Context: an optimization exercise on an open-source flow, tuned for small area, a short achievable clock period and few clock cycles per item. The choices shown serve that exercise and are no tape-out recipe.
RTL that was checked went through simulation tests only; none was proved equivalent to the original.
Only the layout flow was run in run 5; the RTL was not checked for function there.
No activity file was given, so power comes from the tool's default toggle rates.

[constraint.sdc]
create_clock -name core_clock -period 5.5 [get_ports {clock}]
set_input_delay 1.1000 -clock core_clock [delete_from_list [all_inputs] [get_ports {clock}]]
set_output_delay 1.1000 -clock core_clock [all_outputs]
set_load 0.01 [all_outputs]
[config.mk]
export PLATFORM = sky130hd
export DESIGN_NAME = mru_page_tag_cache
export DESIGN_NICKNAME = mru_page_tag_cache
export VERILOG_FILES = /design/flow/design.v
export SDC_FILE = /design/flow/constraint.sdc
export NUM_CORES = 4
export LEC_CHECK = 0
export CAP_MARGIN = 20
export CORE_MARGIN = 2
export CORE_UTILIZATION = 50
export CTS_CLUSTER_DIAMETER = 70
export CTS_CLUSTER_SIZE = 24
export SETUP_SLACK_MARGIN = 3.3
export SLEW_MARGIN = 20
export TNS_END_PERCENT = 5
[design.v]
package mpc_pkg;
   localparam int TAG_W        = 31;
   localparam int CNT_W        = 32;
   localparam int SIZE_CFG_W   = 5;
   localparam int OCC_OUT_W    = 5;
   localparam int DATA_W       = 32;
   localparam int ADDR_W       = 3;
   localparam int DEF_SLOTS    = 16;
   localparam logic [SIZE_CFG_W-1:0] ACTIVE_SIZE_RESET = 5'd16;
   localparam logic [CNT_W-1:0]      CNT_RESET         = 32'd1;
   localparam logic [CNT_W-1:0]      CNT_MAX           = 32'hFFFF_FFFF;
   localparam logic REG_ACTIVE_SIZE = 1'b0;
   typedef enum logic [1:0] {
      KIND_LOOKUP = 2'd0,
      KIND_INSERT = 2'd1,
      KIND_REMOVE = 2'd2,
      KIND_DROP   = 2'd3
   } kind_type;
   typedef struct packed {
      logic                 hit;
      logic                 lookup;
      logic                 wb_valid;
      logic [TAG_W-1:0]     wb_offset;
      logic [OCC_OUT_W-1:0] occ;
   } rsp_type;
   function automatic logic [OCC_OUT_W-1:0] occ_inc(input logic [OCC_OUT_W-1:0] v);
      logic c;
      c = 1'b1;
      for (int i = 0; i < OCC_OUT_W; i++) begin
         occ_inc[i] = v[i] ^ c;
         c          = c & v[i];
      end
   endfunction
   function automatic logic [OCC_OUT_W-1:0] occ_dec(input logic [OCC_OUT_W-1:0] v);
      logic b;
      b = 1'b1;
      for (int i = 0; i < OCC_OUT_W; i++) begin
         occ_dec[i] = v[i] ^ b;
         b          = b & !v[i];
      end
   endfunction
endpackage
module mpc_cell (
   input  logic                      clock,
   input  logic                      reset,
   input  logic                      hold_match,   
   input  logic                      take_prev,    
   input  logic                      take_next,    
   input  logic                      set_valid,    
   input  logic                      new_valid,
   input  logic [mpc_pkg::TAG_W-1:0] req_tag,      
   input  logic [mpc_pkg::TAG_W-1:0] prev_tag,
   input  logic                      prev_cmp,
   input  logic [mpc_pkg::TAG_W-1:0] next_tag,
   input  logic                      next_cmp,
   output logic [mpc_pkg::TAG_W-1:0] tag_out,
   output logic                      valid_out,
   output logic                      match_out,    
   output logic                      cmp_out       
);
   logic [mpc_pkg::TAG_W-1:0] tag_ff;
   logic                      valid_ff;
   logic                      match_ff;
   assign tag_out   = tag_ff;
   assign valid_out = valid_ff;
   assign match_out = match_ff;
   assign cmp_out   = (tag_ff == req_tag);
   logic                      keep;
   logic [mpc_pkg::TAG_W-1:0] tag_in;
   assign keep   = !take_prev && !take_next;
   assign tag_in = ({mpc_pkg::TAG_W{take_prev}} & prev_tag)
                 | ({mpc_pkg::TAG_W{take_next}} & next_tag)
                 | ({mpc_pkg::TAG_W{keep}} & tag_ff);
   always_ff @(posedge clock) begin
      tag_ff <= tag_in;
   end
   logic valid_in;
   logic match_in;
   always_comb begin
      valid_in = valid_ff;
      if (reset) begin
         valid_in = 1'b0;
      end else if (set_valid) begin
         valid_in = new_valid;
      end
   end
   always_comb begin
      if (take_prev) begin
         match_in = prev_cmp;
      end else if (take_next) begin
         match_in = next_cmp;
      end else begin
         match_in = cmp_out;
      end
   end
   always_ff @(posedge clock) begin
      if (!hold_match) begin
         match_ff <= match_in && valid_in;
      end
   end
   always_ff @(posedge clock) begin
      valid_ff <= valid_in;
   end
endmodule
module mru_page_tag_cache #(
   parameter int SLOTS = mpc_pkg::DEF_SLOTS
) (
   input  logic                              clock,
   input  logic                              reset,
   input  logic                              req_valid,
   output logic                              req_stall,
   input  logic [1:0]                        req_kind,
   input  logic [mpc_pkg::TAG_W-1:0]         req_page_offset,
   output logic                              rsp_valid,
   input  logic                              rsp_stall,
   output logic                              rsp_hit,
   output logic                              rsp_writeback_valid,
   output logic [mpc_pkg::TAG_W-1:0]         rsp_writeback_offset,
   output logic [mpc_pkg::CNT_W-1:0]         rsp_hit_count,
   output logic [mpc_pkg::CNT_W-1:0]         rsp_attempt_count,
   output logic [mpc_pkg::OCC_OUT_W-1:0]     rsp_occupancy,
   input  logic                              psel,
   input  logic                              penable,
   input  logic                              pwrite,
   input  logic [mpc_pkg::ADDR_W-1:0]        paddr,
   input  logic [mpc_pkg::DATA_W-1:0]        pwdata,
   output logic [mpc_pkg::DATA_W-1:0]        prdata,
   output logic                              pready
);
   localparam int SIZE_W = $clog2(SLOTS + 1);
   localparam int IDX_W  = $clog2(SLOTS);
   localparam int TAG_W  = mpc_pkg::TAG_W;
   localparam int RSP_W  = 3 + mpc_pkg::TAG_W + mpc_pkg::OCC_OUT_W;
   logic [mpc_pkg::SIZE_CFG_W-1:0] active_size_ff;
   logic                           trim_pend_ff;
   logic [SIZE_W-1:0]              eff_size;
   logic [SLOTS-1:0]               in_size, last_oh;
   logic [SLOTS-1:1]               in_size_ff;
   logic                           full;
   logic [TAG_W-1:0]               last_tag;
   logic                           csr_write;
   logic                           x_valid_ff;
   mpc_pkg::kind_type              x_kind_ff;
   logic [TAG_W-1:0]               x_tag_ff;
   logic [SIZE_W-1:0]              occ_ff;
   logic                           x_go, x_hold;
   logic                           req_accept;
   logic                           req_stall_ff;
   logic [TAG_W-1:0]               tag_q [SLOTS];
   logic [SLOTS-1:0]               valid_q, match_q, cmp_q;
   logic [SLOTS-1:0]               hit_vec;
   logic [SLOTS:0]                 above;
   logic                           hit_any;
   logic [SLOTS-1:0]               take_prev, take_next, set_valid, new_valid;
   logic                           cmp_x;
   logic                           is_lookup, is_insert, is_remove, is_drop;
   mpc_pkg::rsp_type               x_rsp;
   mpc_pkg::rsp_type               q0_ff, q1_ff;
   logic                           q0_valid_ff, q1_valid_ff;
   logic                           q0_valid_in, q1_valid_in;
   logic                           take, q0_load;
   mpc_pkg::rsp_type               q0_in;
   logic [mpc_pkg::CNT_W-1:0]      hit_total_ff, attempt_total_ff;
   logic [SIZE_W-1:0]              occ_in;
   assign pready    = 1'b1;
   assign prdata    = mpc_pkg::DATA_W'(active_size_ff);
   assign csr_write = psel && penable && pwrite && (paddr[2] == mpc_pkg::REG_ACTIVE_SIZE);
   always_comb begin
      if (active_size_ff == '0) begin
         eff_size = SIZE_W'(1);
      end else if (int'(active_size_ff) > SLOTS) begin
         eff_size = SIZE_W'(SLOTS);
      end else begin
         eff_size = SIZE_W'(active_size_ff);
      end
   end
   assign in_size = {in_size_ff, 1'b1};
   for (genvar i = 0; i < SLOTS; i++) begin : g_last
      if (i == SLOTS - 1) begin : g_top
         assign last_oh[i] = in_size[i];
      end else begin : g_low
         assign last_oh[i] = in_size[i] && !in_size[i+1];
      end
   end
   always_ff @(posedge clock) begin
      if (reset) begin
         in_size_ff <= '1;
      end else if (csr_write) begin
         for (int i = 1; i < SLOTS; i++) begin
            in_size_ff[i] <= pwdata[mpc_pkg::SIZE_CFG_W-1:0] > mpc_pkg::SIZE_CFG_W'(i);
         end
      end
   end
   assign req_stall  = req_stall_ff;
   assign req_accept = req_valid && !req_stall_ff;
   assign x_hold     = x_valid_ff && q0_valid_ff && q1_valid_ff;
   assign x_go       = go_lookup_ff || go_insert_ff || go_remove_ff || go_drop_ff;
   assign take       = q0_valid_ff && !rsp_stall;
   logic              go_lookup_ff, go_insert_ff, go_remove_ff, go_drop_ff;
   logic              x_valid_in, x_go_in;
   mpc_pkg::kind_type kind_in;
   assign is_lookup  = go_lookup_ff;
   assign is_insert  = go_insert_ff;
   assign is_remove  = go_remove_ff;
   assign is_drop    = go_drop_ff;
   assign x_valid_in = x_hold || req_accept;
   assign x_go_in    = x_valid_in && !(q0_valid_in && q1_valid_in);
   assign kind_in    = x_hold ? x_kind_ff : mpc_pkg::kind_type'(req_kind);
   always_ff @(posedge clock) begin
      if (reset) begin
         go_lookup_ff <= 1'b0;
         go_insert_ff <= 1'b0;
         go_remove_ff <= 1'b0;
         go_drop_ff   <= 1'b0;
      end else begin
         go_lookup_ff <= x_go_in && (kind_in == mpc_pkg::KIND_LOOKUP);
         go_insert_ff <= x_go_in && (kind_in == mpc_pkg::KIND_INSERT);
         go_remove_ff <= x_go_in && (kind_in == mpc_pkg::KIND_REMOVE);
         go_drop_ff   <= x_go_in && (kind_in == mpc_pkg::KIND_DROP);
      end
   end
   assign hit_vec  = match_q;   
   assign above[0] = 1'b0;
   for (genvar i = 0; i < SLOTS; i++) begin : g_above
      assign above[i+1] = above[i] | hit_vec[i];
   end
   assign hit_any = above[SLOTS];
   for (genvar i = 0; i < SLOTS; i++) begin : g_ctl
      assign take_prev[i] = (is_lookup && hit_any && !above[i]) || (is_insert && in_size[i]);
      assign take_next[i] = is_remove && above[i+1];
      always_comb begin
         set_valid[i] = 1'b0;
         new_valid[i] = 1'b0;
         if (trim_pend_ff) begin
            set_valid[i] = !in_size[i];
            new_valid[i] = 1'b0;
         end else if (is_drop) begin
            set_valid[i] = 1'b1;
            new_valid[i] = 1'b0;
         end else if (is_insert && in_size[i]) begin
            set_valid[i] = 1'b1;
            new_valid[i] = (i == 0) ? 1'b1 : valid_q[(i == 0) ? 0 : i-1];
         end else if (is_remove && above[i+1]) begin
            set_valid[i] = 1'b1;
            new_valid[i] = (i == SLOTS - 1) ? 1'b0 : valid_q[(i == SLOTS - 1) ? i : i+1];
         end
      end
   end
   assign cmp_x = (x_tag_ff == req_page_offset);
   for (genvar i = 0; i < SLOTS; i++) begin : g_cell
      logic [TAG_W-1:0] prev_tag, next_tag;
      logic             prev_cmp, next_cmp;
      if (i == 0) begin : g_first
         assign prev_tag = x_tag_ff;
         assign prev_cmp = cmp_x;
      end else begin : g_mid
         assign prev_tag = tag_q[i-1];
         assign prev_cmp = cmp_q[i-1];
      end
      if (i == SLOTS - 1) begin : g_last
         assign next_tag = '0;
         assign next_cmp = 1'b0;
      end else begin : g_inner
         assign next_tag = tag_q[i+1];
         assign next_cmp = cmp_q[i+1];
      end
      mpc_cell u_cell (
         .clock      (clock),
         .reset      (reset),
         .hold_match (x_hold),
         .take_prev  (take_prev[i]),
         .take_next  (take_next[i]),
         .set_valid  (set_valid[i]),
         .new_valid  (new_valid[i]),
         .req_tag    (req_page_offset),
         .prev_tag   (prev_tag),
         .prev_cmp   (prev_cmp),
         .next_tag   (next_tag),
         .next_cmp   (next_cmp),
         .tag_out    (tag_q[i]),
         .valid_out  (valid_q[i]),
         .match_out  (match_q[i]),
         .cmp_out    (cmp_q[i])
      );
   end
   always_comb begin
      full     = 1'b0;
      last_tag = '0;
      for (int i = 0; i < SLOTS; i++) begin
         full     = full | (last_oh[i] & valid_q[i]);
         last_tag = last_tag | ({TAG_W{last_oh[i]}} & tag_q[i]);
      end
   end
   logic ins_wb, rem_wb;
   assign ins_wb = is_insert && full;
   assign rem_wb = is_remove && hit_any;
   always_comb begin
      x_rsp.hit       = is_lookup && hit_any;
      x_rsp.lookup    = is_lookup;
      x_rsp.wb_valid  = ins_wb || rem_wb;
      x_rsp.wb_offset = ({TAG_W{ins_wb}} & last_tag) | ({TAG_W{rem_wb}} & x_tag_ff);
      if (is_insert && !full) begin
         occ_in = mpc_pkg::occ_inc(occ_ff);
      end else if (rem_wb) begin
         occ_in = mpc_pkg::occ_dec(occ_ff);
      end else if (is_drop) begin
         occ_in = '0;
      end else begin
         occ_in = occ_ff;
      end
      x_rsp.occ = mpc_pkg::OCC_OUT_W'(occ_in);
   end
   always_ff @(posedge clock) begin
      if (reset) begin
         active_size_ff <= mpc_pkg::ACTIVE_SIZE_RESET;
         trim_pend_ff   <= 1'b0;
         occ_ff         <= '0;
         x_valid_ff     <= 1'b0;
      end else begin
         trim_pend_ff <= csr_write;
         if (csr_write) begin
            active_size_ff <= pwdata[mpc_pkg::SIZE_CFG_W-1:0];
         end
         if (trim_pend_ff) begin
            if (occ_ff > eff_size) begin
               occ_ff <= eff_size;
            end
         end else if (x_go) begin
            occ_ff <= occ_in;
         end
         x_valid_ff <= x_valid_in;
      end
   end
   always_ff @(posedge clock) begin
      if (!x_hold) begin
         x_kind_ff <= mpc_pkg::kind_type'(req_kind);
         x_tag_ff  <= req_page_offset;
      end
   end
   always_comb begin
      q0_load     = 1'b0;
      q0_in       = x_rsp;
      q0_valid_in = q0_valid_ff;
      q1_valid_in = q1_valid_ff;
      if (!q0_valid_ff || take) begin
         if (q1_valid_ff) begin
            q0_load     = 1'b1;
            q0_in       = q1_ff;
            q0_valid_in = 1'b1;
            q1_valid_in = 1'b0;
         end else if (x_go) begin
            q0_load     = 1'b1;
            q0_valid_in = 1'b1;
         end else begin
            q0_valid_in = 1'b0;
         end
      end else if (x_go) begin
         q1_valid_in = 1'b1;
      end
   end
   always_ff @(posedge clock) begin
      if (reset) begin
         q0_valid_ff      <= 1'b0;
         q1_valid_ff      <= 1'b0;
         req_stall_ff     <= 1'b0;
         hit_total_ff     <= mpc_pkg::CNT_RESET;
         attempt_total_ff <= mpc_pkg::CNT_RESET;
      end else begin
         q0_valid_ff  <= q0_valid_in;
         q1_valid_ff  <= q1_valid_in;
         req_stall_ff <= (x_hold || req_accept) && q0_valid_in && q1_valid_in;
         if (q0_load) begin
            if (q0_in.hit) begin
               hit_total_ff <= hit_inc;
            end
            if (q0_in.lookup) begin
               attempt_total_ff <= attempt_inc;
            end
         end
      end
   end
   logic q0_from_q1, q0_from_x, q0_keep;
   assign q0_from_q1 = q0_load && q1_valid_ff;
   assign q0_from_x  = q0_load && !q1_valid_ff;
   assign q0_keep    = !q0_load;
   always_ff @(posedge clock) begin
      q0_ff <= ({RSP_W{q0_from_q1}} & q1_ff)
             | ({RSP_W{q0_from_x}} & x_rsp)
             | ({RSP_W{q0_keep}} & q0_ff);
      if (x_go && q0_valid_ff && !take && !q1_valid_ff) begin
         q1_ff <= x_rsp;
      end
   end
   logic [mpc_pkg::CNT_W-1:0] hit_inc, attempt_inc;
   for (genvar i = 0; i < mpc_pkg::CNT_W; i++) begin : g_inc
      if (i == 0) begin : g_lsb
         assign hit_inc[i]     = hit_total_ff[i] ^ ~&hit_total_ff;
         assign attempt_inc[i] = attempt_total_ff[i] ^ ~&attempt_total_ff;
      end else begin : g_bit
         assign hit_inc[i]     = hit_total_ff[i] ^ (&hit_total_ff[i-1:0] & ~&hit_total_ff);
         assign attempt_inc[i] = attempt_total_ff[i] ^ (&attempt_total_ff[i-1:0] & ~&attempt_total_ff);
      end
   end
   assign rsp_valid            = q0_valid_ff;
   assign rsp_hit              = q0_ff.hit;
   assign rsp_writeback_valid  = q0_ff.wb_valid;
   assign rsp_writeback_offset = q0_ff.wb_offset;
   assign rsp_hit_count        = hit_total_ff;
   assign rsp_attempt_count    = attempt_total_ff;
   assign rsp_occupancy        = q0_ff.occ;
endmodule
[run.sh]
#!/bin/bash
# synth_recipe.tcl (not shown) runs the flow's synth.tcl, then flattens the netlist and writes it again
# the make line also repeats each setting of config.mk as NAME=value (left out here)
make -C /OpenROAD-flow-scripts/flow DESIGN_CONFIG=/design/flow/config.mk WORK_HOME=/design/flow/orfs CLKGATE_MAP_FILE= SYNTH_SCRIPT=/design/flow/synth_recipe.tcl finish
==> results of run 1 <==
-- synthesized netlist by cell type, types with 5 or more instances --
library cell  count  share of area, %
nand2_1        1103                11
dfxtp_1         650                34
a22oi_1         612                12
xor2_1          368               8.5
clkbuf_1        255               2.5
xnor2_1         216               5.0
nor2_1          187               1.8
nand4_1         127               2.1
nor4_1          100               1.6
edfxtp_1         86               6.8
o21ai_0          68              0.89
buf_2            65              0.85
a22o_1           50               1.2
a222oi_1         47               1.2
nand3_1          45              0.59
o21a_1           42              0.83
a21oi_1          41              0.54
o32ai_1          36              0.83
nand4b_1         32              0.74
buf_4            29              0.57
mux2i_1          26              0.68
and2_1           23              0.38
inv_1            22              0.22
nor2b_1          18              0.30
a221oi_1         17              0.39
and3_1           14              0.23
ha_1             13              0.43
and4_1           12              0.28
a211o_1          11              0.25
a31oi_1          11              0.18
nor3_1           11              0.14
nand2b_1         10              0.16
buf_1             9             0.089
a32oi_1           8              0.18
nand3b_1          8              0.16
o211ai_1          7              0.14
or3_1             5             0.082
-- critical path, cell delays in order, from the launching register on --
cell and delay [ns]:
dfxtp_4 0.38, clkinv_8 0.06, nor2_4 0.07, buf_12 0.17, a222oi_1 0.80, nand4_1 0.41, nand4b_1 0.42, a22o_1 0.28
o21a_1 0.17
-- cell usage in the layout, fill, tap and decap left out, types with 63 or more instances in the layout --
cell           Yosys  layout
nand4_1          127     127
dfxtp_1          650     605
dlygate4sd2_1      0     110
xor2_1           368     355
a22oi_1          612     606
nor2_1           187     170
buf_4             29     154
buf_6              0      63
edfxtp_1          86      86
xnor2_1          216     206
nand2_1         1103    1053
-- report_power, final --
part	total (µW)	internal (µW)	switching (µW)
logic	2030	826	1200
clock network	4120	1860	2250
registers	6690	5850	844
total	12800	8540	4300
-- stage by stage --
stage	util, %	instances
floorplan	-	4490
global placement	53.9	5401
detailed placement	53.9	5401
CTS	59.6	5594
global route	60.5	5624
finish	60.5	5624
-- registers in the layout, indices dropped and copies added, names as in the netlist, 2 cells and up --
register and cells:
q0_ff 38, g_cell.u_cell.match_ff 16, attempt_total_ff 32, x_kind_ff 2, g_cell.u_cell.valid_ff 16, active_size_ff 5, x_tag_ff 31, q1_ff 39
g_cell.u_cell.tag_ff 496, hit_total_ff 32, occ_ff 5, in_size_ff 15
-- area by class of cell --
type | count | share of cell area [%]
Clock buffer | 56 | 2.88
Clock inverter | 32 | 0.765
Inverter | 23 | 0.221
Multi-Input combinational cell | 3374 | 48.8
Sequential cell | 736 | 34.2
Tap cell | 978 | 2.67
Timing Repair Buffer | 425 | 10.4
-- layer usage --
metal,GRT usage [%],vias to the layer above,share of wire (%)
met5,0,-,0.015
met3,14.9,405,14
met1,58.6,17800,40
met2,59.2,2519,40
li1,-,16300,-
met4,21.5,4,6.3
-- how the worst max path moves through the flow --
stage | cells past startpoint | startpoint | slack [ns] | to
detailed placement | 10 | req_page_offset[2] | 1.02 | g_cell[3].u_cell.match_ff
global placement | 10 | req_page_offset[2] | 0.97 | g_cell[4].u_cell.match_ff
global route | 7 | in_size_ff[1] | 2.72 | q0_ff[6]
floorplan | 9 | req_page_offset[15] | 2.74 | g_cell[9].u_cell.match_ff
CTS | 8 | in_size_ff[1] | 2.87 | q0_ff[6]
finish | 8 | in_size_ff[1] | 2.64 | q0_ff[6]
-- cell families (layout without fill, tap and decap cells) --
logic type | after synthesis | after routing | synth area share (%)
AND/OR/NAND/NOR | 1720 | 1724 | 20.2
adder cells (fa/ha/maj) | 13 | 13 | 0.427
flip-flops | 736 | 736 | 41.0
AO/OA/AOI/OAI | 994 | 995 | 19.8
XOR/XNOR | 584 | 584 | 13.4
other | 2 | 28 | 0.0197
buffers and inverters | 385 | 536 | 4.34
multiplexers | 30 | 30 | 0.802
-- timing repair --
action / in CTS / in global routing
hold buffers: 0 / 0
cloned: 17 / 9
pin swaps: 85 / 48
setup buffers: 88 / 21
endpoints found under the setup margin: 818 / 805
resized for setup: 671 / 97
==> results.txt, run 1 <==
Seq. cell area 0.0157 mm²; reg-to-reg setup timing slack 2.64 ns; crit end category flip-flop; input/output buffers 154; TritonCTS clock tree built; post-DP HPWL 124,000 µm; die area 0.0784 mm²; Final setup violation count 0; Main synth FF type dfxtp_1; worst setup path class flip-flop to flip-flop; achievable frequency 349 MHz; Mean Syn Cell Area 8.53 µm²; first-pass GRT wire length 244,000 µm; Final Max Slew Viols 0; max_cap viols 0; post-route minimum period 2.86 ns; Filler cells 6,651; reg2reg path depth 8; Die Height 280 µm; routed via count 37,000; antenna violations before repair 3; setup TNS 0 ns; Critical Path AT 3.40 ns; boundary pin count 212; Async SR Flop Fraction 0%; critical-path maximum fanout 16; Diodes inserted 0; vias per cell 6.57; final period utilization 52.0%; RSZ-0062 raised after global routing true; Iteration-0 DRC Markers 5,964; Core Area 0.0757 mm²; Final nets 4,696; flop and latch count out of synthesis 736; hold_sp q0_ff[38]; Total Wirelength 176,000 µm; final instance area 0.0458 mm²; CTS Root Buffer Type clkbuf_16; Longest Clk Path Bufs 3; num rows 101; unique cell type count in the Yosys netlist 79; Pre-antenna DRT Iters 10; register area share after synthesis 41.0%; Startpoint Class flip-flop; footprint of the multi-input gates 0.0223 mm²; Pwr Total 12,800 µW; VDD IR max 0.290 mV; Leak 0.0192 µW; DP Worst Slack 1.02 ns; Hold WS 0.454 ns; final worst setup slack 2.64 ns; Layout Skew 0.0278 ns; GRT Util Overall 42.8%; hold path cells 1; clk sinks 736; EDFF count, synth 86; Initial Utilization 50.3%; largest net degree at the start of global routing 75; worst min path class flip-flop to flip-flop; worst-skew pair later-pin latency 0.65 ns; H-tree levels 2; PD cells 280 mW/mm²; CTS clk-pin slew, worst paths 0.10 ns; GR Overflow Total 0; FF-to-FF End q0_ff[6]; Yosys Warn Count 3; mapped cell area 0.0381 mm²; Num CTS Buffers 48; ratio of cells with drive above 1 in the final layout 14.1%; Die W 280 µm; Hold Vio Cnt, Final 0; status finished clean; wire per inst 31.2 µm; Synth-to-Final Area Change 20.3%; Reg2Reg Launch Point in_size_ff[1]; routability congestion estimate from global placement 0.998; Syn Inst Count 4,464; Placed Instance Area 0.0408 mm²; drt drc 0; Worst Tran Pin Value 1.10 ns; hold path endpoint q0_ff[38]; vias in the first global route 32,900; slew margin rel. 26.4%; post-route antenna net violation count 0; required time of the critical path 6.04 ns
Testbench counts, summed over its fixed seeds: cycles 4,848, items 4,800.
==> run 2, diff against run 1 <==
--- a/config.mk
+++ b/config.mk
@@ -9,6 +9,6 @@
 export CORE_MARGIN = 2
-export CORE_UTILIZATION = 50
+export CORE_UTILIZATION = 60
 export CTS_CLUSTER_DIAMETER = 70
 export CTS_CLUSTER_SIZE = 24
-export SETUP_SLACK_MARGIN = 3.3
+export SETUP_SLACK_MARGIN = 3.1
 export SLEW_MARGIN = 20
==> results.txt, run 2 <==
status finished clean (unchanged); Main synth FF type dfxtp_1 (unchanged); post-route minimum period 3.08 ns (was 2.86 ns); Die Height 256 µm (was 280 µm); most frequent cells in the layout nand2_1 (1,100), dfxtp_1 (610), a22oi_1 (603), xor2_1 (363), xnor2_1 (207) (was nand2_1 (1,053), a22oi_1 (606), dfxtp_1 (605), xor2_1 (355), xnor2_1 (206)); Yosys Warn Count 3 (unchanged); PD cells 282 mW/mm² (was 280 mW/mm²); Core Area 0.0629 mm² (was 0.0757 mm²); Die W 256 µm (was 280 µm); slew margin rel. 6.22% (was 26.4%); input/output buffers 154 (unchanged); Critical Path AT 3.66 ns (was 3.40 ns); Leak 0.0187 µW (was 0.0192 µW); Finished Core Util 71.8% (was 60.5%); GR Overflow Total 0 (unchanged); first-pass GRT wire length 248,000 µm (was 244,000 µm); Crit path max-delay family compound AO/OA/AOI/OAI gates (unchanged); GRT Util Overall 51.3% (was 42.8%); antenna violations before repair 17 (was 3); Mean Syn Cell Area 8.53 µm² (unchanged); TritonCTS clock tree built (unchanged); max_cap viols 0 (unchanged); Final Max Slew Viols 0 (unchanged); Async SR Flop Fraction 0% (unchanged); unique cell type count in the Yosys netlist 79 (unchanged); top cells by area, synth dfxtp_1 (34%), a22oi_1 (12%), nand2_1 (11%) (unchanged); routability congestion estimate from global placement 1.09 (was 0.998); CTS clk-pin slew, worst paths 0.09 ns (was 0.10 ns); die area 0.0655 mm² (was 0.0784 mm²); routed via count 39,000 (was 37,000); H-tree levels 2 (unchanged); Final nets 4,684 (was 4,696); Syn Inst Count 4,464 (unchanged); largest registers g_cell.u_cell.tag_ff: 496 flops, q1_ff: 39 flops, q0_ff: 38 flops (unchanged); Startpoint Class flip-flop (unchanged); Biggest register g_cell.u_cell.tag_ff (unchanged); vias per cell 7.09 (was 6.57); final period utilization 56.0% (was 52.0%); wire per inst 32.2 µm (was 31.2 µm); Pre-antenna DRT Iters 13 (was 10); top post-synthesis cells by count nand2_1 (1,103), dfxtp_1 (650), a22oi_1 (612) (unchanged); EDFF count, synth 86 (unchanged); setup TNS 0 ns (unchanged); drt drc 0 (unchanged); clk sinks 736 (unchanged); ratio of cells with drive above 1 in the final layout 13.1% (was 14.1%); crit-path cells nor2b_2, buf_12, a22oi_1, nand4_1, nand4b_1, a22o_1, o21a_1 (was clkinv_8, nor2_4, buf_12, a222oi_1, nand4_1, nand4b_1, a22o_1, o21a_1); Synth area leader dfxtp_1 (unchanged); Synth-to-Final Area Change 18.5% (was 20.3%); boundary pin count 212 (unchanged); Critical-path top delay cell a22oi_1 (was a222oi_1); top-area cell type share of the netlist area 34.2% (unchanged); Hold Vio Cnt, Final 0 (unchanged); most frequent cell after synthesis nand2_1 (unchanged); register area share after synthesis 41.0% (unchanged); Total Wirelength 177,000 µm (was 176,000 µm); flop and latch count out of synthesis 736 (unchanged); Num CTS Buffers 45 (was 48); critical-path maximum fanout 32 (was 16); worst setup path class flip-flop to flip-flop (unchanged); Worst Tran Pin Value 1.41 ns (was 1.10 ns); achievable frequency 325 MHz (was 349 MHz); required time of the critical path 6.08 ns (was 6.04 ns); post-DP HPWL 120,000 µm (was 124,000 µm); CTS Root Buffer Type clkbuf_16 (unchanged); placed cells 5,263 (was 5,401); VDD IR max 0.384 mV (was 0.290 mV); max FFs per register 496 (unchanged); worst-skew pair later-pin latency 0.69 ns (was 0.65 ns); Pwr Total 12,700 µW (was 12,800 µW); Initial Utilization 60.6% (was 50.3%); largest net degree at the start of global routing 88 (was 75); Final setup violation count 0 (unchanged); worst min path class flip-flop to flip-flop (unchanged); crit-path max cell delay 1.11 ns (was 0.80 ns); commonest non-fill, non-tap cell in the layout nand2_1 (unchanged); Buf+Inv Stages, Crit Path 1 (was 2); mapped cell area 0.0381 mm² (unchanged); RSZ-0062 raised after global routing true (unchanged); fin cells 5,494 (was 5,624); Filler cells 4,945 (was 6,651); Longest Clk Path Bufs 3 (unchanged); vias in the first global route 34,700 (was 32,900); Layout Skew 0.0394 ns (was 0.0278 ns); num rows 92 (was 101); crit end category flip-flop (unchanged); post-route antenna net violation count 0 (unchanged); Iteration-0 DRC Markers 7,344 (was 5,964)
==> run 2: cell counts after synthesis <==
No cell type changed its count.
==> run 2: area by class of cell <==
type / instances / area, µm² / share of cell area, %
Tap cell: 846 / 1060 / 2.35
Clock inverter: 26 / 302 / 0.669
Timing Repair Buffer: 415 / 4470 / 9.91
Inverter: 23 / 97.6 / 0.216
Antenna cell: 15 / 37.5 / 0.0832
Clock buffer: 58 / 1280 / 2.84
Sequential cell: 736 / 15700 / 34.7
Multi-Input combinational cell: 3374 / 22200 / 49.2
Timing Repair inverter: 1 / 7.51 / 0.0166
==> run 2: power breakdown <==
part | switching, µW | total (µW) | internal (µW)
Combinational | 1190 | 2030 | 840
Clock | 2200 | 3990 | 1790
Sequential | 841 | 6690 | 5850
==> run 2: per-stage QoR <==
stage                     instance area [µm²]  hold slack, ns  setup WS (ns)
after floorplan                         38400           0.439           2.74
after global routing                    45100           0.503           2.52
final                                   45100           0.468           2.42
after detailed placement                40600           0.449           1.06
after global placement                  40600           0.433           1.09
after CTS                               44000           0.471           2.72
==> run 2: what timing repair did <==
item,in CTS,in global routing
setup buffers,76,33
setup endpoints to repair,800,764
cloned,10,11
hold buffers,0,0
pin swaps,76,52
gates resized for setup,398,170
==> run 2: path summary, 6_finish.rpt <==
path | startpoint | slack (ns) | end | cells after the start
max | in_size_ff[13] | 2.42 | q0_ff[18] | 7
min | q0_ff[38] | 0.47 | q0_ff[38] | 1
max reg2reg | in_size_ff[13] | 2.42 | q0_ff[18] | 7
min reg2reg | q0_ff[38] | 0.47 | q0_ff[38] | 1
==> run 2: kinds of logic (layout without fill, tap and decap cells) <==
group,after synthesis,count (layout),share of synthesized area [%]
adders and majority gates,13,13,0.427
AOI/OAI and AO/OA,994,995,19.8
xor gates and xnor gates,584,584,13.4
muxes,30,30,0.802
and+or+nand+nor,1720,1724,20.2
other,2,43,0.0197
DFF,736,736,41.0
buffers and inverters,385,523,4.34
==> run 2: metal layers <==
layer | vias up | GRT usage (%) | wire length, µm
met4 | 12 | 39.9 | 18200
met1 | 18300 | 61.8 | 60400
met5 | - | 2.27 | 315
met2 | 3400 | 73.3 | 71500
met3 | 1007 | 19.4 | 26500
li1 | 16200 | - | -
==> run 3, diff against run 2 <==
--- a/config.mk
+++ b/config.mk
@@ -9,3 +9,3 @@
 export CORE_MARGIN = 2
-export CORE_UTILIZATION = 60
+export CORE_UTILIZATION = 50
 export CTS_CLUSTER_DIAMETER = 70
@@ -14,2 +14,2 @@
 export SLEW_MARGIN = 20
-export TNS_END_PERCENT = 5
+export TNS_END_PERCENT = 20
==> results.txt, run 3 <==
status finished clean (unchanged); Sequential Power Share 51.8% (was 52.7%); critical-path maximum fanout 12 (was 32); final worst setup slack 2.64 ns (was 2.42 ns); crit-path cells nor2_4, buf_12, a222oi_1, nand4_1, nand4b_1, a22o_1, o21a_1 (was nor2b_2, buf_12, a22oi_1, nand4_1, nand4b_1, a22o_1, o21a_1); input/output buffers 154 (unchanged); largest net degree at the start of global routing 75 (was 88); GR Overflow Total 0 (unchanged); CTS Root Buffer Type clkbuf_16 (unchanged); hold buffers post-CTS 0 (unchanged); Synth-to-Final Area Change 23.7% (was 18.5%); flop and latch count out of synthesis 736 (unchanged); slew margin rel. 23.3% (was 6.22%); top post-synthesis cells by count nand2_1 (1,103), dfxtp_1 (650), a22oi_1 (612) (unchanged); unique cell type count in the Yosys netlist 79 (unchanged); GRT Util Overall 43.2% (was 51.3%); Synth area leader dfxtp_1 (unchanged); final period utilization 52.0% (was 56.0%); Biggest register g_cell.u_cell.tag_ff (unchanged); routability congestion estimate from global placement 0.998 (was 1.09); achievable frequency 350 MHz (was 325 MHz); Combinational Power Share 16.4% (was 15.9%); DP Worst Slack 1.02 ns (was 1.06 ns); VDD IR max 0.294 mV (was 0.384 mV); RSZ-0062 raised after global routing true (unchanged); TritonCTS clock tree built (unchanged); Worst Tran Pin Value 1.15 ns (was 1.41 ns); routed via count 37,800 (was 39,000); max FFs per register 496 (unchanged); ratio of cells with drive above 1 in the final layout 17.1% (was 13.1%); Hold Vio Cnt, Final 0 (unchanged); Iteration-0 DRC Markers 6,189 (was 7,344); drt drc 0 (unchanged); Core Area 0.0757 mm² (was 0.0629 mm²); Leak 0.0195 µW (was 0.0187 µW); H-tree levels 2 (unchanged); top-area cell type share of the netlist area 34.2% (unchanged); commonest non-fill, non-tap cell in the layout nand2_1 (unchanged); worst-skew pair later-pin latency 0.66 ns (was 0.69 ns); most frequent cell after synthesis nand2_1 (unchanged); worst min path class flip-flop to flip-flop (unchanged); mapped cell area 0.0381 mm² (unchanged); Critical-path top delay cell a222oi_1 (was a22oi_1); sw frac 33.8% (was 33.3%); post-DP HPWL 124,000 µm (was 120,000 µm); Clock Power Share 31.8% (was 31.4%); Initial Utilization 50.3% (was 60.6%); post-route minimum period 2.86 ns (was 3.08 ns); reg-to-reg setup timing slack 2.64 ns (was 2.42 ns); Pint 8600 µW (was 8480 µW); crit end category flip-flop (unchanged); Total Wirelength 183,000 µm (was 177,000 µm); Yosys Warn Count 3 (unchanged); Num CTS Buffers 48 (was 45); CTS clk-pin slew, worst paths 0.10 ns (was 0.09 ns); Layout Skew 0.0277 ns (was 0.0394 ns); register area share after synthesis 41.0% (unchanged); vias per cell 6.66 (was 7.09); Final nets 4,752 (was 4,684); required time of the critical path 6.05 ns (was 6.08 ns); post-route antenna net violation count 0 (unchanged); final instance area 0.0471 mm² (was 0.0451 mm²); Die W 280 µm (was 256 µm); P_sw 4380 µW (was 4230 µW); largest registers g_cell.u_cell.tag_ff: 496 flops, q1_ff: 39 flops, q0_ff: 38 flops (unchanged); Pre-antenna DRT Iters 8 (was 13); Longest Clk Path Bufs 3 (unchanged); PD cells 276 mW/mm² (was 282 mW/mm²); Pwr Total 13,000 µW (was 12,700 µW); Syn Inst Count 4,464 (unchanged); Final Max Slew Viols 0 (unchanged); die area 0.0784 mm² (was 0.0655 mm²); Placed Instance Area 0.0408 mm² (was 0.0406 mm²); most frequent cells in the layout nand2_1 (974), dfxtp_1 (605), a22oi_1 (592), xor2_1 (355), xnor2_1 (208) (was nand2_1 (1,100), dfxtp_1 (610), a22oi_1 (603), xor2_1 (363), xnor2_1 (207)); Die Height 280 µm (was 256 µm); Async SR Flop Fraction 0% (unchanged); Startpoint Class flip-flop (unchanged); EDFF count, synth 86 (unchanged); Critical Path AT 3.41 ns (was 3.66 ns); Hold WS 0.457 ns (was 0.468 ns); top cells by area, synth dfxtp_1 (34%), a22oi_1 (12%), nand2_1 (11%) (unchanged); clk sinks 736 (unchanged); Mean Syn Cell Area 8.53 µm² (unchanged); worst setup path class flip-flop to flip-flop (unchanged); boundary pin count 212 (unchanged); Main synth FF type dfxtp_1 (unchanged); vias in the first global route 32,900 (was 34,700); first-pass GRT wire length 246,000 µm (was 248,000 µm); antenna violations before repair 2 (was 17); wire per inst 32.2 µm (about the same); setup TNS 0 ns (unchanged); max_cap viols 0 (unchanged); crit-path max cell delay 0.80 ns (was 1.11 ns); Final setup violation count 0 (unchanged); num rows 101 (was 92)
==> run 3: cell counts after synthesis <==
Identical to the previous run, type by type.
==> run 3: final timing paths <==
path,start,cells past startpoint,end
worst min-delay path,q0_ff[38],1,q0_ff[38]
worst min register to register,q0_ff[38],1,q0_ff[38]
worst max register to register,in_size_ff[2],7,q0_ff[6]
worst max-delay path,in_size_ff[2],7,q0_ff[6]
==> run 3: final cells by class <==
cell class	count	area, µm²
inverters	23	104
fillers	6560	28600
flip-flops and latches	736	15700
diodes	1	2.50
clock inverters	32	350
repair buffers	479	5660
clock buffers	56	1320
well taps	978	1220
multi-input cells	3376	22800
==> run 3: cell families (layout without fill, tap and decap cells) <==
kind of cell               Yosys count  count (layout)  synth area share [%]
AOI/OAI and AO/OA                  994             996                  19.8
xor gates and xnor gates           584             584                  13.4
adders and majority gates           13              13                 0.427
buffers and inverters              385             590                  4.34
DFF                                736             736                  41.0
muxes                               30              30                 0.802
other                                2              29                0.0197
and+or+nand+nor                   1720            1725                  20.2
==> run 3: repair_timing <==
action                     CTS  global route
cloned                      22            22
setup endpoints to repair  810           762
pin swaps                  114           106
resized for setup          649           220
buffers inserted            92            55
==> run 3: metrics by stage <==
| stage | std cells | util [%] |
|---|---|---|
| 6_report | 5681 | 62.2 |
| 5_1_grt | 5680 | 62.2 |
| 4_1_cts | 5603 | 59.9 |
| 3_5_place_dp | 5401 | 53.9 |
| 3_3_place_gp | 5401 | 53.9 |
| 2_1_floorplan | 4490 | - |
==> run 3: power groups by stage <==
stage	logic [µW]	registers [µW]	clock network (µW)
after global placement	1790	6720	0
after detailed placement	1810	6720	0
final	2130	6730	4130
after floorplan	1070	6430	0
after CTS	1970	6610	4110
after global routing	2220	6750	4290
==> run 3: worst max-delay path, delay by kind of cell (launching register included) <==
kind,cells,cell delay [ns]
compound gates,3,1.24
flops,1,0.42
simple gates,3,0.92
buf+inv,1,0.16
==> run 3: layer usage <==
layer / vias to the layer above / share of wire (%) / track usage [%]
li1: 16400 / - / -
met1: 18200 / 39 / 58.4
met2: 2679 / 41 / 60.2
met3: 532 / 13 / 15.1
met4: 2 / 7.2 / 22.6
met5: - / 0.072 / 1.25
==> run 4, diff against run 3 <==
==> flow/run.sh (new file) <==
#!/bin/bash
# The standard layout (standard.sh), with one change: the timing repair may
# swap a cell for any cell of the same function, not only one of the same
# footprint, so that the port buffers and complex gates can be resized.
set -euo pipefail
grep -q 'CLKGATE_MAP_FILE= ' standard.sh
sed 's|CLKGATE_MAP_FILE= |CLKGATE_MAP_FILE= MATCH_CELL_FOOTPRINT=0 |' standard.sh > standard_any_footprint.sh
bash standard_any_footprint.sh > layout.log 2>&1
test -f out/final.def
==> standard.sh (new file) <==
#!/bin/bash
# synth_recipe.tcl (not shown) runs the flow's synth.tcl, then flattens the netlist and writes it again
# the make line also repeats each setting of config.mk as NAME=value (left out here)
make -C /OpenROAD-flow-scripts/flow DESIGN_CONFIG=/design/flow/config.mk WORK_HOME=/design/flow/orfs CLKGATE_MAP_FILE= SYNTH_SCRIPT=/design/flow/synth_recipe.tcl "${@:-finish}"
--- a/config.mk
+++ b/config.mk
@@ -10,6 +10,4 @@
 export CORE_UTILIZATION = 50
-export CTS_CLUSTER_DIAMETER = 70
-export CTS_CLUSTER_SIZE = 24
 export SETUP_SLACK_MARGIN = 3.1
 export SLEW_MARGIN = 20
-export TNS_END_PERCENT = 20
+export TNS_END_PERCENT = 5
removed: run.sh
==> results.txt, run 4 <==
post-route antenna net violation count 0 (unchanged); crit end category flip-flop (unchanged); Die W 280 µm (unchanged); Synth-to-Final Area Change 25.4% (was 23.7%); vias per cell 6.63 (was 6.66); final period utilization 52.4% (was 52.0%); RSZ-0062 raised after global routing true (unchanged); Final nets 4,781 (was 4,752); boundary pin count 212 (unchanged); routability congestion estimate from global placement 1.01 (was 0.998); top cells by area, synth dfxtp_1 (34%), a22oi_1 (12%), nand2_1 (11%) (unchanged); Yosys Warn Count 3 (unchanged); largest net degree at the start of global routing 71 (was 75); achievable frequency 347 MHz (was 350 MHz); VDD IR max 0.225 mV (was 0.294 mV); register area share after synthesis 41.0% (unchanged); first-pass GRT wire length 248,000 µm (was 246,000 µm); Initial Utilization 50.3% (unchanged); ratio of cells with drive above 1 in the final layout 14.9% (was 17.1%); worst-skew pair later-pin latency 0.65 ns (was 0.66 ns); Hold WS 0.452 ns (was 0.457 ns); PD cells 304 mW/mm² (was 276 mW/mm²); TritonCTS clock tree built (unchanged); top-area cell type share of the netlist area 34.2% (unchanged); Pre-antenna DRT Iters 9 (was 8); die area 0.0784 mm² (unchanged); FF-to-FF End q0_ff[6] (unchanged); vias in the first global route 33,400 (was 32,900); most frequent cell after synthesis nand2_1 (unchanged); max_cap viols 0 (unchanged); CP endpoint q0_ff[6] (unchanged); input/output buffers 154 (unchanged); Core Area 0.0757 mm² (unchanged); most frequent cells in the layout nand2_1 (1,077), dfxtp_1 (637), a22oi_1 (604), xor2_1 (355), xnor2_1 (207) (was nand2_1 (974), dfxtp_1 (605), a22oi_1 (592), xor2_1 (355), xnor2_1 (208)); drt drc 0 (unchanged); unique cell type count in the Yosys netlist 79 (unchanged); CTS clk-pin slew, worst paths 0.06 ns (was 0.10 ns); worst min path class flip-flop to flip-flop (unchanged); routed via count 38,100 (was 37,800); Reg2Reg Launch Point in_size_ff[1] (was in_size_ff[2]); placed cells 5,401 (unchanged); H-tree levels 3 (was 2); reg-to-reg setup timing slack 2.62 ns (was 2.64 ns); slew margin rel. 13.2% (was 23.3%); commonest non-fill, non-tap cell in the layout nand2_1 (unchanged); status finished clean (unchanged); Syn Inst Count 4,464 (unchanged); Hold Vio Cnt, Final 0 (unchanged); Layout Skew 0.0237 ns (was 0.0277 ns); num rows 101 (unchanged); Iteration-0 DRC Markers 5,970 (was 6,189); flop and latch count out of synthesis 736 (unchanged); Critical Path Start in_size_ff[1] (was in_size_ff[2]); critical-path maximum fanout 6 (was 12); Final setup violation count 0 (unchanged); post-route minimum period 2.88 ns (was 2.86 ns); clk sinks 736 (unchanged); Longest Clk Path Bufs 3 (unchanged); reg2reg path depth 7 (unchanged); CTS Root Buffer Type clkbuf_16 (unchanged); setup TNS 0 ns (unchanged); Startpoint Class flip-flop (unchanged); Main synth FF type dfxtp_1 (unchanged); Num CTS Buffers 84 (was 48); Worst Tran Pin Value 1.30 ns (was 1.15 ns); antenna violations before repair 3 (was 2); Biggest register g_cell.u_cell.tag_ff (unchanged); Synth area leader dfxtp_1 (unchanged); mapped cell area 0.0381 mm² (unchanged); GR Overflow Total 0 (unchanged); EDFF count, synth 86 (unchanged); largest registers g_cell.u_cell.tag_ff: 496 flops, q1_ff: 39 flops, q0_ff: 38 flops (unchanged); fin cells 5,735 (was 5,681); Total Wirelength 184,000 µm (was 183,000 µm); max FFs per register 496 (unchanged); Async SR Flop Fraction 0% (unchanged); Leak 0.0197 µW (was 0.0195 µW); wire per inst 32.0 µm (was 32.2 µm); Final Max Slew Viols 0 (unchanged); GRT Util Overall 43.7% (was 43.2%); Mean Syn Cell Area 8.53 µm² (unchanged); worst setup path class flip-flop to flip-flop (unchanged); top post-synthesis cells by count nand2_1 (1,103), dfxtp_1 (650), a22oi_1 (612) (unchanged); Die Height 280 µm (unchanged); Critical Path AT 3.43 ns (was 3.41 ns); post-DP HPWL 123,000 µm (was 124,000 µm); required time of the critical path 6.04 ns (was 6.05 ns)
## run 4: cell counts after synthesis
Identical to the previous run, type by type.
## run 4: final cells by class
class | count | area (µm²)
antenna | 2 | 5.00
clock buffer | 126 | 2490
clock inverter | 22 | 243
fill | 6429 | 28000
inverter | 23 | 98.8
multi-input combinational | 3372 | 22400
sequential | 736 | 15600
tap | 978 | 1220
timing repair buffer | 476 | 5680
## run 4: metrics by stage
stage,cell area (µm²),utilization (%),total power [µW],worst slack [ns]
final,47700,63.1,14500,2.62
after global routing,47700,63.1,14800,2.64
after CTS,46300,61.2,14300,2.73
after detailed placement,40800,53.9,8520,0.997
after global placement,40800,53.9,8500,1.05
after floorplan,38400,-,7500,2.78
## run 4: worst min path at each step
stage                     startpoint  slack, ns         to  depth (start not counted)
after floorplan             q1_ff[2]       0.44   q0_ff[2]                          2
after global placement     q0_ff[38]       0.43  q0_ff[38]                          1
after detailed placement   q0_ff[38]       0.44  q0_ff[38]                          1
after CTS                  q0_ff[38]       0.46  q0_ff[38]                          1
after global routing       q0_ff[38]       0.48  q0_ff[38]                          1
final                      q0_ff[38]       0.45  q0_ff[38]                          1
## run 4: metal layers
metal / vias to the layer above / routed length [µm] / GRT usage, % / part of all wire, %
li1: 16500 / - / - / -
met1: 18200 / 70300 / 58.6 / 38
met2: 2800 / 74100 / 61.6 / 40
met3: 600 / 25000 / 15.1 / 14
met4: 0 / 14300 / 22.9 / 7.8
met5: - / 0 / 0 / 0
## run 4: worst max-delay path, stage by stage (launching register included)
cell      delay [ns]
dfxtp_4         0.40
clkinv_8        0.08
buf_16          0.15
a222oi_1        0.80
nand4_1         0.44
nand4b_1        0.44
a22o_1          0.31
o21a_1          0.18
## run 4: logic make-up (layout without fill, tap and decap cells)
kind of cell / count (synthesis) / in the layout / synth area share (%)
AO/OA/AOI/OAI: 994 / 995 / 19.8
XOR/XNOR: 584 / 584 / 13.4
adder cells (fa/ha/maj): 13 / 13 / 0.427
buffers and inverters: 385 / 647 / 4.34
flip-flops: 736 / 736 / 41.0
multiplexers: 30 / 30 / 0.802
other: 2 / 30 / 0.0197
AND/OR/NAND/NOR: 1720 / 1722 / 20.2
## run 4: power by group
| group | switching, µW | internal [µW] |
|---|---|---|
| Combinational | 1230 | 865 |
| Clock | 2400 | 3310 |
| Sequential | 831 | 5860 |
| Total | 4470 | 10000 |
## run 4: timing repair
item                                   CTS  global route
gates resized for setup                482           120
gates cloned                            23            21
hold buffers                             0             0
pin swaps                              101            36
endpoints found under the hold margin    0             0
setup buffers                           96            44
setup endpoints to repair              776           808
==> run 5, diff against run 4 <==
--- a/design.v
+++ b/design.v
@@ -177,9 +177,6 @@
    assign in_size = {in_size_ff, 1'b1};
-   for (genvar i = 0; i < SLOTS; i++) begin : g_last
-      if (i == SLOTS - 1) begin : g_top
-         assign last_oh[i] = in_size[i];
-      end else begin : g_low
-         assign last_oh[i] = in_size[i] && !in_size[i+1];
-      end
-   end
+   logic [SLOTS-1:0] last_oh_ff;
+   logic [mpc_pkg::SIZE_CFG_W-1:0] size_wr;
+   assign last_oh = last_oh_ff;
+   assign size_wr = pwdata[mpc_pkg::SIZE_CFG_W-1:0];
    always_ff @(posedge clock) begin
@@ -187,5 +184,15 @@
          in_size_ff <= '1;
+         last_oh_ff <= SLOTS'(1) << (SLOTS - 1);
       end else if (csr_write) begin
          for (int i = 1; i < SLOTS; i++) begin
-            in_size_ff[i] <= pwdata[mpc_pkg::SIZE_CFG_W-1:0] > mpc_pkg::SIZE_CFG_W'(i);
+            in_size_ff[i] <= size_wr > mpc_pkg::SIZE_CFG_W'(i);
+         end
+         for (int i = 0; i < SLOTS; i++) begin
+            if (i == 0) begin
+               last_oh_ff[i] <= size_wr <= mpc_pkg::SIZE_CFG_W'(1);
+            end else if (i == SLOTS - 1) begin
+               last_oh_ff[i] <= size_wr >= mpc_pkg::SIZE_CFG_W'(SLOTS);
+            end else begin
+               last_oh_ff[i] <= size_wr == mpc_pkg::SIZE_CFG_W'(i + 1);
+            end
          end
==> run.sh (new file) <==
#!/bin/bash
# synth_recipe.tcl (not shown) runs the flow's synth.tcl, then flattens the netlist and writes it again
# the make line also repeats each setting of config.mk as NAME=value (left out here)
make -C /OpenROAD-flow-scripts/flow DESIGN_CONFIG=/design/flow/config.mk WORK_HOME=/design/flow/orfs CLKGATE_MAP_FILE= SYNTH_SCRIPT=/design/flow/synth_recipe.tcl finish
--- a/config.mk
+++ b/config.mk
@@ -10,2 +10,4 @@
 export CORE_UTILIZATION = 50
+export CTS_CLUSTER_DIAMETER = 70
+export CTS_CLUSTER_SIZE = 24
 export SETUP_SLACK_MARGIN = 3.1
removed: flow/run.sh
removed: standard.sh
==> results.txt, run 5 <==
clk sinks 752 (was 736); Critical-path top delay cell dfxtp_1 (was a222oi_1); Longest Clk Path Bufs 3 (unchanged); largest family of logic cells by synthesized area compound AO/OA/AOI/OAI gates (was simple AND/OR/NAND/NOR gates); Worst Tran Pin Value 0.983 ns (was 1.30 ns); top-area cell type share of the netlist area 34.9% (was 34.2%); num rows 101 (unchanged); Iteration-0 DRC Markers 5,764 (was 5,970); post-route antenna net violation count 0 (unchanged); max_cap viols 0 (unchanged); Post-Synth XOR/XNOR Area 13.2% (was 13.4%); PD cells 278 mW/mm² (was 304 mW/mm²); worst-skew pair later-pin latency 0.68 ns (was 0.65 ns); flop and latch count out of synthesis 752 (was 736); vias in the first global route 33,200 (was 33,400); ratio of cells with drive above 1 in the final layout 13.8% (was 14.9%); Core Area 0.0758 mm² (was 0.0757 mm²); Total Wirelength 184,000 µm (about the same); hold_sp q1_ff[19] (was q0_ff[38]); vias per cell 6.68 (was 6.63); VDD IR max 0.278 mV (was 0.225 mV); Synth Area in Simple Gates 18.3% (was 20.2%); GRT Util Overall 43.7% (about the same); Synth area leader dfxtp_1 (unchanged); CTS Root Buffer Type clkbuf_16 (unchanged); max FFs per register 496 (unchanged); mapped cell area 0.0382 mm² (was 0.0381 mm²); Hold Vio Cnt, Final 0 (unchanged); Num CTS Buffers 49 (was 84); Layout Skew 0.0415 ns (was 0.0237 ns); post-DP HPWL 129,000 µm (was 123,000 µm); most frequent CP cell a22o_1; setup TNS 0 ns (unchanged); drt drc 0 (unchanged); Async SR Flop Fraction 0% (unchanged); status finished clean (unchanged); Final setup violation count 0 (unchanged); unique cell type count in the Yosys netlist 65 (was 79); RSZ-0062 raised after global routing true (unchanged); Critical Path AT 3.54 ns (was 3.43 ns); slew margin rel. 34.2% (was 13.2%); Biggest register g_cell.u_cell.tag_ff (unchanged); Leak 0.0189 µW (was 0.0197 µW); commonest non-fill, non-tap cell in the layout nand2_1 (unchanged); wire per inst 32.5 µm (was 32.0 µm); routability congestion estimate from global placement 1.05 (was 1.01); antenna violations before repair 5 (was 3); Mean Syn Cell Area 8.52 µm² (was 8.53 µm²); worst setup path class flip-flop to flip-flop (unchanged); crit-path cells buf_4, a22o_1, a221oi_1, nand4_1, a22o_1, a22oi_1, o21ai_0 (was clkinv_8, buf_16, a222oi_1, nand4_1, nand4b_1, a22o_1, o21a_1); TritonCTS clock tree built (unchanged); achievable frequency 334 MHz (was 347 MHz); most frequent cell after synthesis nand2_1 (unchanged); Crit path max-delay family compound AO/OA/AOI/OAI gates (unchanged); crit end category flip-flop (unchanged); Initial Utilization 50.4% (was 50.3%); Yosys Warn Count 3 (unchanged); GR Overflow Total 0 (unchanged); critical-path maximum fanout 12 (was 6); largest net degree at the start of global routing 73 (was 71); first-pass GRT wire length 248,000 µm (about the same); top post-synthesis cells by count nand2_1 (1,103), dfxtp_1 (666), a22oi_1 (544) (was nand2_1 (1,103), dfxtp_1 (650), a22oi_1 (612)); largest registers g_cell.u_cell.tag_ff: 496 flops, q1_ff: 39 flops, q0_ff: 38 flops (unchanged); Finished Core Util 60.7% (was 63.1%); most frequent cells in the layout nand2_1 (1,064), dfxtp_1 (656), a22oi_1 (544), xor2_1 (361), buf_4 (202) (was nand2_1 (1,077), dfxtp_1 (637), a22oi_1 (604), xor2_1 (355), xnor2_1 (207)); Syn Inst Count 4,487 (was 4,464); Main synth FF type dfxtp_1 (unchanged); EDFF count, synth 86 (unchanged); routed via count 37,700 (was 38,100); Die W 280 µm (about the same); worst min path class flip-flop to flip-flop (unchanged); hold buffers post-CTS 0 (unchanged); Reg2Reg Launch Point last_oh_ff[5] (was in_size_ff[1]); Pre-antenna DRT Iters 8 (was 9); Synth-to-Final Area Change 20.4% (was 25.4%); top cells by area, synth dfxtp_1 (35%), nand2_1 (11%), a22oi_1 (11%) (was dfxtp_1 (34%), a22oi_1 (12%), nand2_1 (11%)); Final nets 4,714 (was 4,781); post-synthesis mux area share 0.756% (was 0.802%); die area 0.0787 mm² (was 0.0784 mm²); input/output buffers 154 (unchanged); boundary pin count 212 (unchanged); crit-path max cell delay 0.63 ns (was 0.80 ns); post-route minimum period 2.99 ns (was 2.88 ns); Final Max Slew Viols 0 (unchanged); H-tree levels 2 (was 3); Die Height 280 µm (about the same); Buf+Inv Stages, Crit Path 1 (was 2); register area share after synthesis 41.6% (was 41.0%); Startpoint Class flip-flop (unchanged); final period utilization 54.5% (was 52.4%); CTS clk-pin slew, worst paths 0.10 ns (was 0.06 ns); adder-cell share of the synthesized area 0.426% (was 0.427%); compound-gate portion of the synthesized area 21.4% (was 19.8%); Critical Path Start last_oh_ff[5] (was in_size_ff[1]); required time of the critical path 6.05 ns (was 6.04 ns)
[run 5: stage by stage]
step	hold WS (ns)	power, µW	instances	setup slack (ns)	area [µm²]
2_1_floorplan	0.441	7350	4513	2.75	38600
3_3_place_gp	0.446	8230	5422	0.941	41100
3_5_place_dp	0.455	8260	5422	0.955	41100
4_1_cts	0.474	12500	5565	2.68	44200
5_1_grt	0.498	13100	5644	2.56	46000
6_report	0.470	12800	5646	2.51	46000
[run 5: area by class of cell]
cell class / instances / area, µm²
Antenna cell: 3 / 7.51
Clock buffer: 57 / 1320
Clock inverter: 33 / 422
Fill cell: 6700 / 29800
Inverter: 33 / 131
Multi-Input combinational cell: 3354 / 22400
Sequential cell: 752 / 15900
Tap cell: 978 / 1220
Timing Repair Buffer: 436 / 4570
[run 5: worst reg2reg max path, cell delays in order, from the launching register on]
cell	delay (ns)
dfxtp_1	0.63
buf_4	0.39
a22o_1	0.31
a221oi_1	0.40
nand4_1	0.42
a22o_1	0.44
a22oi_1	0.19
o21ai_0	0.09
[run 5: final timing paths]
kind                     to  slack [ns]  cells past startpoint
setup / recovery  q0_ff[19]        2.51                      7
hold / removal    q0_ff[19]        0.47                      2
setup reg to reg  q0_ff[19]        2.51                      7
hold reg to reg   q0_ff[19]        0.47                      2
[run 5: layer usage]
metal	GRT usage, %	part of all wire [%]	wire, µm
met2	63.5	42	76500
met5	2.31	0.24	432
met4	31.1	9.4	17300
met3	10.2	12	21500
met1	56.9	37	67900
[run 5: what timing repair did]
action | 4_1_cts | 5_1_grt
endpoints found under the setup margin | 835 | 807
cloned | 8 | 17
setup buffers | 45 | 61
pin swaps | 35 | 82
gates resized for setup | 313 | 259
[run 5: cell families (layout without fill, tap and decap cells)]
logic type / count (synthesis) / in the layout
flip-flops: 752 / 752
adder cells (fa/ha/maj): 13 / 13
AO/OA/AOI/OAI: 1088 / 1093
multiplexers: 28 / 28
XOR/XNOR: 575 / 575
buffers and inverters: 412 / 559
other: 2 / 31
AND/OR/NAND/NOR: 1617 / 1617
[run 5: power breakdown]
part           leakage (µW)  switching [µW]  internal, µW
clock network      0.000850            2310          2010
registers           0.00635             758          5910
logic                0.0117            1160           651
total                0.0189            4230          8570

afterwards: timing with drivers on the ports:
No port has a modelled driver above. Below, the same layouts with a new extraction and two added sets of constraints. Step 1 (the two cells are an assumption about what drives the block):
set clk [get_ports {clock}]
set_driving_cell -lib_cell sky130_fd_sc_hd__clkbuf_16 $clk
set_driving_cell -lib_cell sky130_fd_sc_hd__buf_2 [delete_from_list [all_inputs] $clk]
Step 2 moves the port delays by t, midway between the first and last clock arrival at a register: inputs arrive t later, outputs are due t later. That takes back most of the time a late clock gives input paths. Three values: no drivers, after step 1, after step 2; two values: the first two.
run	shift t [ns]	setup WS [ns]	latest minus earliest clock arrival (ns)	worst slew at a driven data input, ns
run 1	0.698	2.638 / 2.638 / 2.233	0.029 / 0.030	0.16
run 2	0.742	2.420 / 2.420 / 2.025	0.042 / 0.043	0.25
run 3	0.714	2.641 / 2.641 / 2.035	0.033 / 0.033	0.14
run 4	0.716	2.617 / 2.617 / 2.110	0.023 / 0.023	0.20
run 5	0.736	2.505 / 2.505 / 1.990	0.043 / 0.043	0.15
After both steps setup and hold are still met in every run listed. The setup slack of run 3, which loses most, moves by 0.000 ns with the drivers and by -0.606 ns with both steps.
